This design comes from an exercise in tuning for small area and a short achievable clock period on the open sky130 flow, not from production work. At most, simulation tests tie the RTL to the original design; equivalence was not proved. Function not checked in run 2: the RTL went through the layout flow alone. No activity file was given, so power comes from the tool's default toggle rates.

==> design.v <==
module cam_pixel_packer #(
  parameter logic [31:0] BASE_ADDR   = 32'h0000_1000,
  parameter int          FRAME_BYTES = 4096,
  parameter int          BURST_LEN   = 16,
  parameter int          FIFO_DEPTH  = 64
) (
  input  logic        ACLK,
  input  logic        ARESET,
  input  logic        pix_valid,
  input  logic [7:0]  pix_data,
  input  logic        pix_sof,
  output logic        req_valid,
  input  logic        req_ready,
  output logic [31:0] req_addr,
  output logic [7:0]  req_len,
  output logic        dat_valid,
  input  logic        dat_ready,
  output logic [31:0] dat_data,
  output logic        dat_last,
  output logic        overflow,
  output logic        sync_err,
  output logic        frame_done
);
  logic [1:0]  phase_q;
  logic [23:0] part_q;
  logic [9:0]  fwords_q;
  logic [6:0]  count_q;
  logic [5:0]  wr_ptr_q;
  logic [15:0] bsel_q;       
  logic [3:0]  ksel_q;       
  logic [1:0]  blk_q;        
  logic [3:0]  bhi_q;        
  logic        wpend_q;      
  logic [7:0]  wbyte_q;
  logic [31:0] head_q;
  logic        last_q;
  logic        dv_idle_q;    
  logic        req_valid_q, dat_valid_q, overflow_q, sync_err_q, frame_done_q;
  logic [31:0] mem_q [64];
  logic [31:0] rd_word;
  logic pv_sof, pv_dat, push, pop, full, drop, push_ok, sof_err, enter, last_pop;
  assign pv_sof   = pix_valid & pix_sof;
  assign pv_dat   = pix_valid & ~pix_sof;
  assign push     = pv_dat & (phase_q == 2'd3);
  assign pop      = dat_valid_q & dat_ready;
  assign full     = count_q[6];
  assign drop     = push & full & ~pop;
  assign push_ok  = push & ~drop;
  assign sof_err  = pv_sof & ((phase_q != 2'd0) | (fwords_q != 10'd0));
  assign enter    = req_valid_q & req_ready;
  assign last_pop = pop & last_q;
  always_ff @(posedge ACLK) begin
    if (wpend_q) mem_q[wr_ptr_q] <= {wbyte_q, part_q};
  end
  always_comb begin
    rd_word = '0;
    for (int i = 0; i < 64; i++)
      rd_word = rd_word | (mem_q[i] & {32{ksel_q[i / 16] & bsel_q[i % 16]}});
  end
  always_ff @(posedge ACLK) begin
    head_q <= (head_q  & {32{dat_valid_q & ~dat_ready}})
            | (rd_word & {32{dv_idle_q   |  dat_ready}});
    if (pix_valid && (pix_sof || phase_q == 2'd0)) part_q[7:0] <= pix_data;
    if (pv_dat && phase_q == 2'd1) part_q[15:8]  <= pix_data;
    if (pv_dat && phase_q == 2'd2) part_q[23:16] <= pix_data;
    if (push) wbyte_q <= pix_data;
  end
  always_ff @(posedge ACLK or posedge ARESET) begin
    if (ARESET) begin
      phase_q      <= 2'd0;
      fwords_q     <= '0;
      count_q      <= '0;
      wr_ptr_q     <= '0;
      bsel_q       <= 16'd1;
      ksel_q       <= 4'd1;
      blk_q        <= 2'd0;
      bhi_q        <= '0;
      wpend_q      <= 1'b0;
      last_q       <= 1'b0;
      req_valid_q  <= 1'b0;
      dat_valid_q  <= 1'b0;
      dv_idle_q    <= 1'b1;
      overflow_q   <= 1'b0;
      sync_err_q   <= 1'b0;
      frame_done_q <= 1'b0;
    end else begin
      if (pv_sof) begin
        phase_q  <= 2'd1;
        fwords_q <= '0;
      end else if (pix_valid) begin
        phase_q  <= phase_q + 2'd1;
        if (push) fwords_q <= fwords_q + 10'd1;
      end
      if (push_ok && !pop)      count_q <= count_q + 7'd1;
      else if (!push_ok && pop) count_q <= count_q - 7'd1;
      wpend_q <= push_ok;
      if (wpend_q) wr_ptr_q <= wr_ptr_q + 6'd1;
      if (drop)    overflow_q <= 1'b1;
      if (sof_err) sync_err_q <= 1'b1;
      frame_done_q <= last_pop & ksel_q[0] & (bhi_q == 4'hF);
      if (enter || (pop && !last_q)) begin
        bsel_q <= {bsel_q[14:0], bsel_q[15]};
        if (bsel_q[15]) begin
          ksel_q <= {ksel_q[2:0], ksel_q[3]};
          blk_q  <= blk_q + 2'd1;
        end
      end
      if (last_pop && ksel_q[0]) bhi_q <= bhi_q + 4'd1;
      if (enter) last_q <= 1'b0;
      else if (pop) last_q <= bsel_q[15];
      if (!req_valid_q && !dat_valid_q && count_q[6:4] != 3'd0) req_valid_q <= 1'b1;
      else if (enter) req_valid_q <= 1'b0;
      if (enter) dat_valid_q <= 1'b1;
      else if (last_pop) dat_valid_q <= 1'b0;
      if (enter) dv_idle_q <= 1'b0;
      else if (last_pop) dv_idle_q <= 1'b1;
    end
  end
  assign req_valid  = req_valid_q;
  assign req_addr   = BASE_ADDR + {20'd0, bhi_q, blk_q, 6'd0};
  assign req_len    = 8'(BURST_LEN - 1);
  assign dat_valid  = dat_valid_q;
  assign dat_data   = head_q;
  assign dat_last   = last_q;
  assign overflow   = overflow_q;
  assign sync_err   = sync_err_q;
  assign frame_done = frame_done_q;
endmodule
==> run.sh <==
#!/bin/bash
# synth_recipe.tcl (not shown) runs the flow's synth.tcl, then flattens the netlist and writes it again
# the make line also repeats each setting of config.mk as NAME=value (left out here)
make -C /OpenROAD-flow-scripts/flow DESIGN_CONFIG=/design/flow/config.mk WORK_HOME=/design/flow/orfs CLKGATE_MAP_FILE= SYNTH_SCRIPT=/design/flow/synth_recipe.tcl finish
==> config.mk <==
export PLATFORM = sky130hd
export DESIGN_NAME = cam_pixel_packer
export DESIGN_NICKNAME = cam_pixel_packer
export VERILOG_FILES = /design/flow/design.v
export SDC_FILE = /design/flow/constraint.sdc
export NUM_CORES = 4
export LEC_CHECK = 0
export ABC_CLOCK_PERIOD_IN_PS = 2500
export CAP_MARGIN = 20
export CORE_MARGIN = 2
export CORE_UTILIZATION = 55
export CTS_BUF_LIST = sky130_fd_sc_hd__clkbuf_16
export CTS_CLUSTER_DIAMETER = 80
export CTS_CLUSTER_SIZE = 24
export SETUP_SLACK_MARGIN = 3.0
export SLEW_MARGIN = 20
==> constraint.sdc <==
create_clock -name core_clock -period 5.5 [get_ports {ACLK}]
set_input_delay 1.1000 -clock core_clock [delete_from_list [all_inputs] [get_ports {ACLK}]]
set_output_delay 1.1000 -clock core_clock [all_outputs]
set_load 0.01 [all_outputs]
==> results.sh, run 1 <==
export IMPL_first_global_vias=46900
export IMPL_synthTopCellsByArea="edfxtp_1, a22oi_1, dfrtp_1, a22o_1, buf_2"
export IMPL_tns_ps=0
export IMPL_ys_types=70
export IMPL_yosysSeqAreaShare_pct=81.2
export IMPL_synth_top_cell_area_share_pct=78.6
export IMPL_fin_crit_ps=2570
export IMPL_drv_slew=0
export IMPL_ant_nets=0
export IMPL_first_pass_iters=8
export IMPL_port_buffers=57
export IMPL_track_usage_pct=41.1
export IMPL_maxSlewHeadroom_pct=28.4
export IMPL_grt_overflow=0
export IMPL_p_sw_uw=11900
export IMPL_wl_met3_um=48500
export IMPL_area_delta_synth_final_pct=13.2
export IMPL_p_comb_share_pct=24.1
export IMPL_reg2reg_slack_ps=2930
export IMPL_crit_fanout=32
export IMPL_numCtsBuffers=108
export IMPL_fmax_mhz=389
export IMPL_final_nets=4753
export IMPL_top_layer="met5"
export IMPL_synthCells=4419
export IMPL_rows=139
export IMPL_swShare_pct=32.6
export IMPL_p_clk_share_pct=25.5
export IMPL_synth_common_cells="edfxtp_1, a22oi_1, buf_2"
export IMPL_clkTransAtPathRegs_ps=90
export IMPL_clk_path_buf_depth=3
export IMPL_wire_per_inst_um=45.6
export IMPL_start_kind="flop"
export IMPL_hold_class="reg2reg"
export IMPL_hold_path_depth=1
export IMPL_initial_utilization_pct=55.4
export IMPL_dieArea_um2=148000
export IMPL_coreArea_um2=143000
export IMPL_grt_start_max_net_pins=71
export IMPL_antenna_found_initial=16
export IMPL_die_y_um=384
export IMPL_drt_iter0_markers=10200
export IMPL_p_leak_uw=0.0274
export IMPL_layout_drive_gt1_share_pct=17.7
export IMPL_wl_met2_um=133000
export IMPL_ys_flop_type="edfxtp_1"
export IMPL_cts_root_buf="clkbuf_16"
export IMPL_worst_slew_pin_slew_ps=1070
export IMPL_drc_errors=0
export IMPL_dp_hpwl_um=160000
export IMPL_critPathArrivalTime_ps=2970
export IMPL_sequentialPowerShare_pct=50.4
export IMPL_crit_type="reg2reg"
export IMPL_vias=51300
export IMPL_h_tree_depth=3
export IMPL_crit_path_end_kind="flop"
export IMPL_worstRegToRegCells=4
export IMPL_synth_edff_count=2080
export IMPL_die_x_um=384
export IMPL_finish_utilization_pct=62.7
export IMPL_hold_viol=0
export IMPL_synth_most_common_cell="edfxtp_1"
export IMPL_yosys_register_bits=2171
export IMPL_max_cap_viol_count=0
export IMPL_fin_crit_sh_pct=46.7
export IMPL_clkLatencyLatePin_ps=790
export IMPL_worst_ep_required_time_ps=5900
export IMPL_p_per_area_nw_per_um2=407
export IMPL_rsz0062_at_grt="true"
export IMPL_via_per_inst=7.62
export IMPL_drt_met1_wl_um=106000
export IMPL_gp_congestion=0.856
export IMPL_async_reset_ff_share_pct=2.72
export IMPL_io_pins=92
export IMPL_synth_area_um2=79500
export IMPL_holdBufCountCts=0
export IMPL_skew_ps=45.3
export IMPL_power_ir_vdd_worst_mv=0.334
export IMPL_status="complete, no violations"
export IMPL_cts_tree="done"
export IMPL_grt_pass1_wl_um=407000
export IMPL_p_int_uw=24700
export IMPL_drt_wl_total_um=307000
export IMPL_finalSetupViolations=0
export IMPL_yosys_warnings=1
export IMPL_clkSinkCount=2171
export IMPL_yosysTopAreaCell="edfxtp_1"
export IMPL_synth_area_per_cell_um2=18.0
per-layer routing:
metal	vias up	track usage, %
met1	26300	56.5
li1	19000	-
met2	4957	59.9
met3	976	13.0
met5	-	0
met4	14	20.2
metrics by stage:
step | setup WS (ps) | total power [µW] | hold WS, ps | area, µm² | std cells
floorplan | 2460 | 22500 | 457 | 79800 | 4451
global placement | 1560 | 26000 | 465 | 83300 | 6284
detailed placement | 1520 | 26000 | 463 | 83600 | 6296
CTS | 2900 | 36000 | 484 | 89500 | 6695
global route | 2910 | 37100 | 507 | 90000 | 6714
finish | 2930 | 36600 | 478 | 90000 | 6724
power groups by stage:
stage / combinational [µW] / clock [µW] / sequential [µW]
2_1_floorplan: 3830 / 0 / 18700
3_3_place_gp: 6530 / 0 / 19400
3_5_place_dp: 6560 / 0 / 19400
4_1_cts: 8200 / 9320 / 18400
5_1_grt: 8800 / 9870 / 18500
6_report: 8840 / 9350 / 18500
sequential cells by signal, summed over array words and instances, names as in the netlist:
register      count
bhi_q             4
blk_q             2
bsel_q           16
count_q           7
dat_valid_q       1
dv_idle_q         1
frame_done_q      1
fwords_q         10
head_q           32
ksel_q            4
last_q            1
mem_q          2048
overflow_q        1
part_q           24
phase_q           2
req_valid_q       1
sync_err_q        1
wbyte_q           8
wpend_q           1
wr_ptr_q          6
cell type report:
class                   count  area, µm²
clock buffers             113       2830
diodes                     11       27.5
repair buffers            497       5120
well taps                1903       2380
fillers                 10200      53500
multi-input cells        1915      14100
flip-flops and latches   2171      64800
clock inverters            83        588
inverters                  31        204
placed cells by master (no fill, tap or decap), types with 13 or more instances in the layout:
master / synthesis / routed
edfxtp_1: 2080 / 2080
dfxtp_4: 0 / 22
clkinvlp_4: 0 / 14
a222oi_1: 58 / 58
buf_12: 0 / 59
nor2_4: 0 / 65
dfrtp_1: 56 / 33
buf_16: 0 / 21
nand3_1: 129 / 124
a21oi_1: 93 / 90
a31oi_1: 30 / 29
inv_1: 22 / 58
conb_1: 2 / 34
a41oi_1: 32 / 29
nor2_1: 103 / 38
nor3_1: 13 / 13
buf_2: 140 / 40
clkbuf_16: 0 / 115
buf_6: 22 / 39
nand4_1: 85 / 85
dfrtp_4: 0 / 18
a221oi_1: 70 / 62
nand2_1: 66 / 61
a22o_1: 96 / 96
nor4_1: 40 / 25
buf_4: 38 / 308
a22oi_1: 749 / 741
o22ai_1: 75 / 75
and3_1: 17 / 17
a32oi_1: 16 / 16
o21ai_0: 58 / 57
critical path, cell delays in order (launching register included):
cell,delay (ps)
dfrtp_2,580
nor2b_2,400
nand2_2,360
nor2_4,190
buf_6,590
kinds of logic (layout without fill, tap and decap cells):
logic type / after synthesis / after routing / synth area share [%]
flops: 2171 / 2171 / 81.2
compound gates: 1349 / 1349 / 12.7
simple gates: 496 / 496 / 3.22
buf+inv: 365 / 724 / 2.33
xor+xnor: 17 / 17 / 0.187
fa+ha+maj: 15 / 15 / 0.246
mux: 4 / 4 / 0.0551
other cells: 2 / 45 / 0.00945
timing repair:
item / in CTS / in global routing
endpoints found under the setup margin: 1978 / 322
gates cloned: 1 / 2
resized for setup: 337 / 65
setup buffers: 202 / 16
pin swaps: 58 / 24
path summary, 6_finish.rpt:
kind                             from           end
max in group asynchronous      ARESET     ksel_q[1]
hold / removal             sync_err_q    sync_err_q
hold reg to reg            sync_err_q    sync_err_q
min in group asynchronous      ARESET      bhi_q[1]
setup reg to reg              wpend_q  mem_q[44][0]
setup / recovery              wpend_q  mem_q[44][0]
==> run 2, diff against run 1 <==
--- a/design.v
+++ b/design.v
@@ -32,10 +32,10 @@
   logic [3:0]  bhi_q;        
   logic        wpend_q;      
+  logic        wkeep_n_q;    
   logic [7:0]  wbyte_q;
   logic [31:0] head_q;
   logic        last_q;
-  logic        dv_idle_q;    
   logic        req_valid_q, dat_valid_q, overflow_q, sync_err_q, frame_done_q;
-  logic [31:0] mem_q [64];
+  logic [2047:0] mem_q;      
   logic [31:0] rd_word;
   logic pv_sof, pv_dat, push, pop, full, drop, push_ok, sof_err, enter, last_pop;
@@ -50,15 +50,18 @@
   assign enter    = req_valid_q & req_ready;
   assign last_pop = pop & last_q;
+  logic [31:0] wdata;
+  assign wdata = {wbyte_q, part_q};
   always_ff @(posedge ACLK) begin
-    if (wpend_q) mem_q[wr_ptr_q] <= {wbyte_q, part_q};
+    for (int i = 0; i < 64; i++)
+      mem_q[32*i +: 32] <= (mem_q[32*i +: 32] & {32{wkeep_n_q | (wr_ptr_q != 6'(i))}})
+                         | (wdata             & {32{  wpend_q & (wr_ptr_q == 6'(i)) }});
   end
   always_comb begin
     rd_word = '0;
     for (int i = 0; i < 64; i++)
-      rd_word = rd_word | (mem_q[i] & {32{ksel_q[i / 16] & bsel_q[i % 16]}});
+      rd_word = rd_word | (mem_q[32*i +: 32] & {32{ksel_q[i / 16] & bsel_q[i % 16]}});
   end
   always_ff @(posedge ACLK) begin
-    head_q <= (head_q  & {32{dat_valid_q & ~dat_ready}})
-            | (rd_word & {32{dv_idle_q   |  dat_ready}});
+    if (!dat_valid_q || dat_ready) head_q <= rd_word;
     if (pix_valid && (pix_sof || phase_q == 2'd0)) part_q[7:0] <= pix_data;
     if (pv_dat && phase_q == 2'd1) part_q[15:8]  <= pix_data;
@@ -77,8 +80,8 @@
       bhi_q        <= '0;
       wpend_q      <= 1'b0;
+      wkeep_n_q    <= 1'b1;
       last_q       <= 1'b0;
       req_valid_q  <= 1'b0;
       dat_valid_q  <= 1'b0;
-      dv_idle_q    <= 1'b1;
       overflow_q   <= 1'b0;
       sync_err_q   <= 1'b0;
@@ -95,4 +98,5 @@
       else if (!push_ok && pop) count_q <= count_q - 7'd1;
       wpend_q <= push_ok;
+      wkeep_n_q <= ~push_ok;
       if (wpend_q) wr_ptr_q <= wr_ptr_q + 6'd1;
       if (drop)    overflow_q <= 1'b1;
@@ -113,6 +117,4 @@
       if (enter) dat_valid_q <= 1'b1;
       else if (last_pop) dat_valid_q <= 1'b0;
-      if (enter) dv_idle_q <= 1'b0;
-      else if (last_pop) dv_idle_q <= 1'b1;
     end
   end
--- a/config.mk
+++ b/config.mk
@@ -9,8 +9,5 @@
 export CAP_MARGIN = 20
 export CORE_MARGIN = 2
-export CORE_UTILIZATION = 55
-export CTS_BUF_LIST = sky130_fd_sc_hd__clkbuf_16
-export CTS_CLUSTER_DIAMETER = 80
-export CTS_CLUSTER_SIZE = 24
+export CORE_UTILIZATION = 40
 export SETUP_SLACK_MARGIN = 3.0
 export SLEW_MARGIN = 20
==> results.sh, run 2 <==
export IMPL_status="complete, no violations"
export IMPL_rsz0062_at_grt="true"
export IMPL_yosys_register_bits=2171
export IMPL_yosysSeqAreaShare_pct=55.7
export IMPL_crit_type="reg2reg"
export IMPL_synth_top_cell_area_share_pct=51.4
export IMPL_vias=77200
export IMPL_dp_hpwl_um=224000
export IMPL_skew_ps=44.9
export IMPL_gp_congestion=0.977
export IMPL_tns_ps=0
export IMPL_wl_met3_um=81900
export IMPL_cts_root_buf="clkbuf_16"
export IMPL_power_ir_vdd_worst_mv=0.288
export IMPL_fin_crit_sh_pct=58.9
export IMPL_synthCells=7082
export IMPL_clk_path_buf_depth=3
export IMPL_synth_edff_count=64
export IMPL_grt_overflow=0
export IMPL_max_cap_viol_count=0
export IMPL_fin_area_um2=97000
export IMPL_finalSetupViolations=0
export IMPL_synth_common_cells="a22o_1, dfxtp_1, a22oi_1"
export IMPL_first_global_vias=69300
export IMPL_async_reset_ff_share_pct=2.72
export IMPL_grt_pass1_wl_um=593000
export IMPL_cts_tree="done"
export IMPL_path_cells="buf_12 -> buf_12 -> a22oi_2 -> nand4_1 -> a222oi_1 -> nand3_1"
export IMPL_yosysTopAreaCell="dfxtp_1"
export IMPL_p_per_area_nw_per_um2=420
export IMPL_area_delta_synth_final_pct=21.7
export IMPL_initial_utilization_pct=40.3
export IMPL_mostFrequentLayoutCells="a22o_1, dfxtp_1, a22oi_1"
export IMPL_wire_per_inst_um=44.8
export IMPL_fmax_mhz=309
export IMPL_regMostFlops="mem_q"
export IMPL_placedInstanceArea_um2=82500
export IMPL_drt_met1_wl_um=152000
export IMPL_die_x_um=450
export IMPL_critPathArrivalTime_ps=3810
export IMPL_ys_flop_type="dfxtp_1"
export IMPL_nFillCells=17100
export IMPL_synth_most_common_cell="a22o_1"
export IMPL_slowest_delay_ps=1190
export IMPL_numCtsBuffers=216
export IMPL_largestRegisters="mem_q x2048, head_q x32, part_q x24"
export IMPL_p_leak_uw=0.0360
export IMPL_largest_reg_flops=2048
export IMPL_antenna_found_initial=41
export IMPL_final_common_cell="a22o_1"
export IMPL_via_per_inst=7.77
export IMPL_hold_ws_ps=473
export IMPL_crit_fanout=3
export IMPL_start_kind="flop"
export IMPL_crit_top_cell="buf_12"
export IMPL_critical_path_buf_inv_count=2
export IMPL_clkTransAtPathRegs_ps=70
export IMPL_yosys_warnings=1
export IMPL_wl_met2_um=165000
export IMPL_die_y_um=450
export IMPL_drc_errors=0
export IMPL_top_layer="met5"
export IMPL_final_nets=7099
export IMPL_io_pins=92
export IMPL_crit_slowest_cell="a222oi_1"
export IMPL_hold_viol=0
export IMPL_synth_area_per_cell_um2=11.3
export IMPL_clkLatencyLatePin_ps=900
export IMPL_hold_class="reg2reg"
export IMPL_drt_wl_total_um=446000
export IMPL_cp_top_family="compound AO/OA/AOI/OAI gates"
export IMPL_track_usage_pct=41.7
export IMPL_rows=163
export IMPL_drv_slew=0
export IMPL_hp_start="mem_q[1783]"
export IMPL_fin_crit_ps=3240
export IMPL_critPathLaunch="bsel_q[13]"
export IMPL_worst_ep_required_time_ps=6080
export IMPL_port_buffers=57
export IMPL_first_pass_iters=10
export IMPL_synth_area_um2=79700
export IMPL_coreArea_um2=198000
export IMPL_rr_startpoint="bsel_q[13]"
export IMPL_h_tree_depth=4
export IMPL_grt_start_max_net_pins=80
export IMPL_layout_drive_gt1_share_pct=20.2
export IMPL_worst_slew_pin_slew_ps=1250
export IMPL_holdBufCountCts=0
export IMPL_synthTopCellsByArea="dfxtp_1, a22o_1, a22oi_1, edfxtp_1, clkbuf_1"
export IMPL_drt_iter0_markers=15900
export IMPL_ant_nets=0
export IMPL_ys_types=70
export IMPL_crit_path_end_kind="flop"
export IMPL_maxSlewHeadroom_pct=16.6
export IMPL_dieArea_um2=203000
export IMPL_clkSinkCount=2171
[run 2: changes by cell type after synthesis, moves of 16 or more]
| cell | delta |
|---|---|
| a22oi_1 | -96 |
| edfxtp_1 | -2016 |
| nand2_1 | +83 |
| a32oi_1 | +36 |
| a22o_1 | +2075 |
| clkbuf_1 | +441 |
| buf_1 | +54 |
| dfxtp_1 | +2016 |
| nor4_1 | -21 |
| buf_2 | +134 |
| nor2_1 | -21 |
| and2_1 | +16 |
| a21oi_1 | -38 |
| buf_6 | -18 |
[run 2: cell type report]
type | instances | area (µm²) | share of cell area, %
Clock buffer | 340 | 6620 | 6.83
Sequential cell | 2171 | 44500 | 45.9
Timing Repair Buffer | 676 | 7770 | 8.01
Antenna cell | 38 | 95.1 | 0.0980
Tap cell | 2640 | 3300 | 3.41
Inverter | 29 | 179 | 0.184
Clock inverter | 69 | 667 | 0.688
Multi-Input combinational cell | 3973 | 33900 | 34.9
[run 2: kinds of logic (layout without fill, tap and decap cells)]
family | after synthesis | after routing | synth area share, %
simple gates | 563 | 565 | 3.55
mux | 5 | 5 | 0.0675
other cells | 2 | 72 | 0.00942
fa+ha+maj | 18 | 18 | 0.292
buf+inv | 972 | 1114 | 5.22
flops | 2171 | 2171 | 55.7
compound gates | 3334 | 3334 | 35.0
xor+xnor | 17 | 17 | 0.187
[run 2: power by group]
group	switching, µW	total, µW	internal [µW]
clock	6770	15300	8570
sequential	582	17000	16400
combinational	5720	8410	2690
total	13100	40700	27700
[run 2: final timing paths]
check                         endpoint  slack (ps)  cells past startpoint
min in group asynchronous   count_q[4]         580                      2
min                        mem_q[1783]         470                      1
max                          head_q[3]        2260                      6
min reg2reg                mem_q[1783]         470                      1
max reg2reg                  head_q[3]        2260                      6
max in group asynchronous    ksel_q[1]        3730                      3
[run 2: metrics by stage]
step / std cells / total power, µW / setup slack [ps] / util [%]
global placement: 9109 / 22000 / 1470 / 41.7
CTS: 9810 / 39100 / 2550 / 48.1
floorplan: 7114 / 19300 / 2430 / -
finish: 9936 / 40700 / 2260 / 49.1
global route: 9902 / 40800 / 2540 / 49.0
detailed placement: 9110 / 22000 / 1590 / 41.8
[run 2: per-layer routing]
metal,vias up,GRT usage [%]
li1,28200,-
met1,37800,50.7
met2,8791,53.2
met3,2435,22.6
met4,42,33.2
met5,-,2.39
[run 2: timing repair]
| action | in CTS | in global routing |
|---|---|---|
| endpoints found under the setup margin | 1813 | 1057 |
| pin swaps | 189 | 135 |
| setup buffers | 266 | 78 |
| gates cloned | 25 | 7 |
| gates resized for setup | 616 | 187 |
| endpoints found under the hold margin | 0 | 0 |

-- afterwards: timing with drivers on the ports --
In the flow no input, the clock included, has a driving cell. The finished layouts below were timed again as built, in two steps. Step 1 sets driving cells, clkbuf_16 on the clock port and buf_2 on the other inputs (assumed; they add their load-dependent delay and slew). Step 2 moves the port delays by t, midway between the first and last clock arrival at a register: inputs arrive t later, outputs are due t later. That takes back most of the time a late clock gives input paths. Three values: ideal ports, drivers, drivers and shift; two values: the first two.
run	t, ns	setup WS [ns]	worst slew at a driven data input, ns
run 1	0.856	2.930 / 2.889 / 2.280	0.03
run 2	0.966	2.263 / 2.263 / 2.254	0.04
After both steps setup and hold are still met in every run listed. For run 1, which loses most, drivers alone change the setup slack by -0.041 ns; drivers and shift together by -0.650 ns.
